Background: an optimization exercise with open tools, aiming at small area. Do not read the settings as production practice. The RTL was checked by simulation tests, not by an equivalence proof against the original design. No activity file was given, so power comes from the tool's default toggle rates.

Setup of delta:
==> module br_predict_btb, before the edit <==
module br_predict_btb #(
  parameter int IDX_W  = 5,
  parameter int TAG_W  = 8,
  parameter int STAT_W = 12
) (
  input  logic              CLK,
  input  logic              nRST,
  input  logic [31:0]       if_pc,
  output logic              pred_taken,
  output logic [31:0]       pred_target,
  output logic              pred_hit,
  input  logic              upd_valid,
  input  logic [31:0]       upd_pc,
  input  logic              upd_taken,
  input  logic [31:0]       upd_target,
  input  logic              upd_mispredict,
  input  logic              clear,
  output logic [STAT_W-1:0] stat_branches,
  output logic [STAT_W-1:0] stat_mispred
);
  localparam int ENTRIES = 2 ** IDX_W;
  localparam int LO_W    = 12;              
  localparam int HI_W    = 32 - LO_W;       
  typedef logic [IDX_W-1:0] idx_t;
  typedef logic [TAG_W-1:0] tag_t;
  logic [ENTRIES-1:0] valid_q;
  tag_t               tag_q    [ENTRIES];
  logic [31:0]        target_q [ENTRIES];
  logic [1:0]         ctr_q    [ENTRIES];
  logic [STAT_W-1:0]  stat_br_q;
  logic [STAT_W-1:0]  stat_mis_q;
  idx_t if_idx, upd_idx;
  tag_t if_tag, upd_tag;
  logic unused_pc;
  assign if_idx  = if_pc[IDX_W+1:2];
  assign if_tag  = if_pc[IDX_W+TAG_W+1:IDX_W+2];
  assign upd_idx = upd_pc[IDX_W+1:2];
  assign upd_tag = upd_pc[IDX_W+TAG_W+1:IDX_W+2];
  assign unused_pc = ^{if_pc, upd_pc};
  logic [ENTRIES-1:0] if_nsel_a, if_nsel_b, if_nsel_c, upd_nsel, upd_sel;
  br_predict_btb_dec #(.IDX_W(IDX_W)) u_dec_if_a  (.idx(if_idx),  .nsel(if_nsel_a));
  br_predict_btb_dec #(.IDX_W(IDX_W)) u_dec_if_b  (.idx(if_idx),  .nsel(if_nsel_b));
  br_predict_btb_dec #(.IDX_W(IDX_W)) u_dec_if_c  (.idx(if_idx),  .nsel(if_nsel_c));
  br_predict_btb_dec #(.IDX_W(IDX_W)) u_dec_upd   (.idx(upd_idx), .nsel(upd_nsel));
  assign upd_sel = ~upd_nsel;
  logic        rd_valid;
  tag_t        rd_tag;
  logic        rd_ctr1;
  logic [31:0] rd_target;
  always_comb begin
    rd_valid  = 1'b1;
    rd_tag    = '1;
    rd_ctr1   = 1'b1;
    rd_target = '1;
    for (int k = 0; k < ENTRIES; k++) begin
      rd_valid        = rd_valid        & (if_nsel_a[k] | valid_q[k]);
      rd_tag          = rd_tag          & ({TAG_W{if_nsel_a[k]}} | tag_q[k]);
      rd_ctr1         = rd_ctr1         & (if_nsel_a[k] | ctr_q[k][1]);
      rd_target[15:0] = rd_target[15:0] & ({16{if_nsel_b[k]}} | target_q[k][15:0]);
      rd_target[31:16]= rd_target[31:16]& ({16{if_nsel_c[k]}} | target_q[k][31:16]);
    end
  end
  assign pred_hit    = rd_valid & (rd_tag == if_tag);
  assign pred_taken  = pred_hit & rd_ctr1;
  assign pred_target = {32{pred_hit}} & rd_target;
  logic       ur_valid;
  tag_t       ur_tag;
  logic [1:0] ur_ctr;
  always_comb begin
    ur_valid = 1'b1;
    ur_tag   = '1;
    ur_ctr   = '1;
    for (int k = 0; k < ENTRIES; k++) begin
      ur_valid = ur_valid & (upd_nsel[k] | valid_q[k]);
      ur_tag   = ur_tag   & ({TAG_W{upd_nsel[k]}} | tag_q[k]);
      ur_ctr   = ur_ctr   & ({2{upd_nsel[k]}} | ctr_q[k]);
    end
  end
  logic       upd_hit;
  logic       alloc;      
  logic [1:0] ctr_new;
  assign upd_hit = ur_valid & (ur_tag == upd_tag);
  assign alloc   = upd_valid & upd_taken;
  always_comb begin
    if (!upd_valid || (!upd_hit && !upd_taken)) ctr_new = ur_ctr;
    else if (!upd_hit)  ctr_new = 2'b10;
    else if (upd_taken) ctr_new = (ur_ctr == 2'b11) ? 2'b11 : ur_ctr + 2'd1;
    else                ctr_new = (ur_ctr == 2'b00) ? 2'b00 : ur_ctr - 2'd1;
  end
  assign stat_branches = stat_br_q;
  assign stat_mispred  = stat_mis_q;
  always_ff @(posedge CLK) begin
    if (!nRST) begin
      valid_q    <= '0;
      stat_br_q  <= '0;
      stat_mis_q <= '0;
    end else begin
      if (clear) valid_q <= '0;
      else       valid_q <= valid_q | ({ENTRIES{alloc}} & upd_sel);
      stat_br_q  <= stat_br_q + STAT_W'(upd_valid);
      stat_mis_q <= stat_mis_q + STAT_W'(upd_valid & upd_mispredict);
    end
  end
  for (genvar k = 0; k < ENTRIES; k++) begin : g_ent
    logic lo_hold, lo_wr, hi_hold, hi_wr;
    br_predict_btb_wen u_wen_lo (.alloc(alloc), .nalloc(~alloc), .sel(upd_sel[k]), .nsel(upd_nsel[k]),
                                 .hold(lo_hold), .wr(lo_wr));
    br_predict_btb_wen u_wen_hi (.alloc(alloc), .nalloc(~alloc), .sel(upd_sel[k]), .nsel(upd_nsel[k]),
                                 .hold(hi_hold), .wr(hi_wr));
    br_predict_btb_entry #(.TAG_W(TAG_W), .LO_W(LO_W)) u_ent (
      .CLK      (CLK),
      .lo_hold  (lo_hold),
      .lo_wr    (lo_wr),
      .hi_hold  (hi_hold),
      .hi_wr    (hi_wr),
      .ctr_hold (upd_nsel[k]),
      .ctr_wr   (upd_sel[k]),
      .d_tag    (upd_tag),
      .d_target (upd_target),
      .d_ctr    (ctr_new),
      .tag_q    (tag_q[k]),
      .target_q (target_q[k]),
      .ctr_q    (ctr_q[k])
    );
  end
endmodule
==> module br_predict_btb_dec, before the edit <==
module br_predict_btb_dec #(
  parameter int IDX_W = 5
) (
  input  logic [IDX_W-1:0]    idx,
  output logic [2**IDX_W-1:0] nsel
);
  always_comb begin
    for (int k = 0; k < 2 ** IDX_W; k++) nsel[k] = (idx != IDX_W'(k));
  end
endmodule
==> module br_predict_btb_wen, before the edit <==
module br_predict_btb_wen (
  input  logic alloc,
  input  logic nalloc,
  input  logic sel,
  input  logic nsel,
  output logic hold,
  output logic wr
);
  assign wr   = ~(nalloc | nsel);
  assign hold = ~(alloc & sel);
endmodule
export LEC_CHECK = 0
export CAP_MARGIN = 20
export CORE_MARGIN = 2
export CORE_UTILIZATION = 50
export SETUP_SLACK_MARGIN = 0.4
export SLEW_MARGIN = 8
export SYNTH_HIERARCHICAL = 1
export SYNTH_MINIMUM_KEEP_SIZE = 0
create_clock -name core_clock -period 8.0 [get_ports {CLK}]
standard.sh (not shown) runs the stock make flow with config.mk's settings and CLKGATE_MAP_FILE= SYNTH_SCRIPT=/design/flow/synth_recipe.tcl, a recipe that flattens the netlist after the stock synthesis.
==> flow/flow/run.sh <==
#!/bin/bash
# Standard ORFS layout, with clock tree synthesis told not to add dummy loads and to
# use larger sink clusters, and ports buffered with the smallest buffer.
export CTS_ARGS="-sink_clustering_enable -repair_clock_nets -dont_use_dummy_load -buf_list sky130_fd_sc_hd__clkbuf_16 -sink_clustering_size 27 -sink_clustering_max_diameter 100"
export BUFFER_PORTS_ARGS="-buffer_cell sky130_fd_sc_hd__buf_1"
bash standard.sh > standard.log 2>&1
For zinc, these inputs were changed with respect to delta:
diff --git a/flow/design.v b/flow/design.v
--- a/flow/design.v
+++ b/flow/design.v
@@ -39,8 +39,12 @@
   assign unused_pc = ^{if_pc, upd_pc};
   logic [ENTRIES-1:0] if_nsel_a, if_nsel_b, if_nsel_c, upd_nsel, upd_sel;
-  br_predict_btb_dec #(.IDX_W(IDX_W)) u_dec_if_a  (.idx(if_idx),  .nsel(if_nsel_a));
-  br_predict_btb_dec #(.IDX_W(IDX_W)) u_dec_if_b  (.idx(if_idx),  .nsel(if_nsel_b));
-  br_predict_btb_dec #(.IDX_W(IDX_W)) u_dec_if_c  (.idx(if_idx),  .nsel(if_nsel_c));
-  br_predict_btb_dec #(.IDX_W(IDX_W)) u_dec_upd   (.idx(upd_idx), .nsel(upd_nsel));
+  logic [3:0] if_lo, upd_lo;
+  logic [7:0] if_hi, upd_hi;
+  br_predict_btb_predec u_pre_if  (.idx(if_idx),  .lo(if_lo),  .hi(if_hi));
+  br_predict_btb_predec u_pre_upd (.idx(upd_idx), .lo(upd_lo), .hi(upd_hi));
+  br_predict_btb_dec u_dec_if_a (.lo(if_lo),  .hi(if_hi),  .nsel(if_nsel_a));
+  br_predict_btb_dec u_dec_if_b (.lo(if_lo),  .hi(if_hi),  .nsel(if_nsel_b));
+  br_predict_btb_dec u_dec_if_c (.lo(if_lo),  .hi(if_hi),  .nsel(if_nsel_c));
+  br_predict_btb_dec u_dec_upd  (.lo(upd_lo), .hi(upd_hi), .nsel(upd_nsel));
   assign upd_sel = ~upd_nsel;
   logic        rd_valid;
@@ -104,8 +108,6 @@
   for (genvar k = 0; k < ENTRIES; k++) begin : g_ent
     logic lo_hold, lo_wr, hi_hold, hi_wr;
-    br_predict_btb_wen u_wen_lo (.alloc(alloc), .nalloc(~alloc), .sel(upd_sel[k]), .nsel(upd_nsel[k]),
-                                 .hold(lo_hold), .wr(lo_wr));
-    br_predict_btb_wen u_wen_hi (.alloc(alloc), .nalloc(~alloc), .sel(upd_sel[k]), .nsel(upd_nsel[k]),
-                                 .hold(hi_hold), .wr(hi_wr));
+    br_predict_btb_wen u_wen_lo (.alloc(alloc), .sel(upd_sel[k]), .hold(lo_hold), .wr(lo_wr));
+    br_predict_btb_wen u_wen_hi (.alloc(alloc), .sel(upd_sel[k]), .hold(hi_hold), .wr(hi_wr));
     br_predict_btb_entry #(.TAG_W(TAG_W), .LO_W(LO_W)) u_ent (
       .CLK      (CLK),
@@ -125,24 +127,31 @@
   end
 endmodule
-module br_predict_btb_dec #(
-  parameter int IDX_W = 5
-) (
-  input  logic [IDX_W-1:0]    idx,
-  output logic [2**IDX_W-1:0] nsel
+module br_predict_btb_predec (
+  input  logic [4:0] idx,
+  output logic [3:0] lo,
+  output logic [7:0] hi
 );
   always_comb begin
-    for (int k = 0; k < 2 ** IDX_W; k++) nsel[k] = (idx != IDX_W'(k));
+    for (int j = 0; j < 4; j++) lo[j] = (idx[1:0] == 2'(j));
+    for (int j = 0; j < 8; j++) hi[j] = (idx[4:2] == 3'(j));
+  end
+endmodule
+module br_predict_btb_dec (
+  input  logic [3:0]  lo,
+  input  logic [7:0]  hi,
+  output logic [31:0] nsel
+);
+  always_comb begin
+    for (int k = 0; k < 32; k++) nsel[k] = ~(lo[k % 4] & hi[k / 4]);
   end
 endmodule
 module br_predict_btb_wen (
   input  logic alloc,
-  input  logic nalloc,
   input  logic sel,
-  input  logic nsel,
   output logic hold,
   output logic wr
 );
-  assign wr   = ~(nalloc | nsel);
-  assign hold = ~(alloc & sel);
+  assign wr   = alloc & sel;
+  assign hold = ~wr;
 endmodule
 module br_predict_btb_entry #(
Notes after the runs:
- Between zinc and delta, the vertical extent of the die does not differ in any meaningful way.
- The total power on zinc is in line with that on delta.
- | global-route usage | zinc vs delta | 0.27 points higher |
- All of zinc and delta finish clean.
- Minimum setup slack in the final design ends up higher on delta.
- zinc against delta: area after synthesis fell by about 0.57%; share of the final layout cell area in multi-input gates fell by 0.63 points; synthesized cell count fell by 0.51%; largest net degree at the start of global routing rose by 22.

==> port drivers added, routing unchanged <==
The flow's constraints put no driver on any port. The routed layouts listed below were extracted and timed again, unchanged, in two steps. Step 1, drivers: a clkbuf_16 drives CLK and a buf_2 each remaining input, both assumed. Step 2 moves the port delays by t, midway between the first and last clock arrival at a register: inputs arrive t later, outputs are due t later. That takes back most of the time a late clock gives input paths. Three values: no drivers, after step 1, after step 2; two values: the first two.
run | shift t [ns] | setup WS [ns] | worst setup path after step 2
delta | 0.797 | 0.597 / 0.467 / 0.467 | input to output
zinc | 0.785 | 0.546 / 0.421 / 0.421 | input to output
After both steps setup and hold are still met in every run listed. For delta, which loses most, drivers alone change the setup slack by -0.130 ns; drivers and shift together by -0.130 ns.
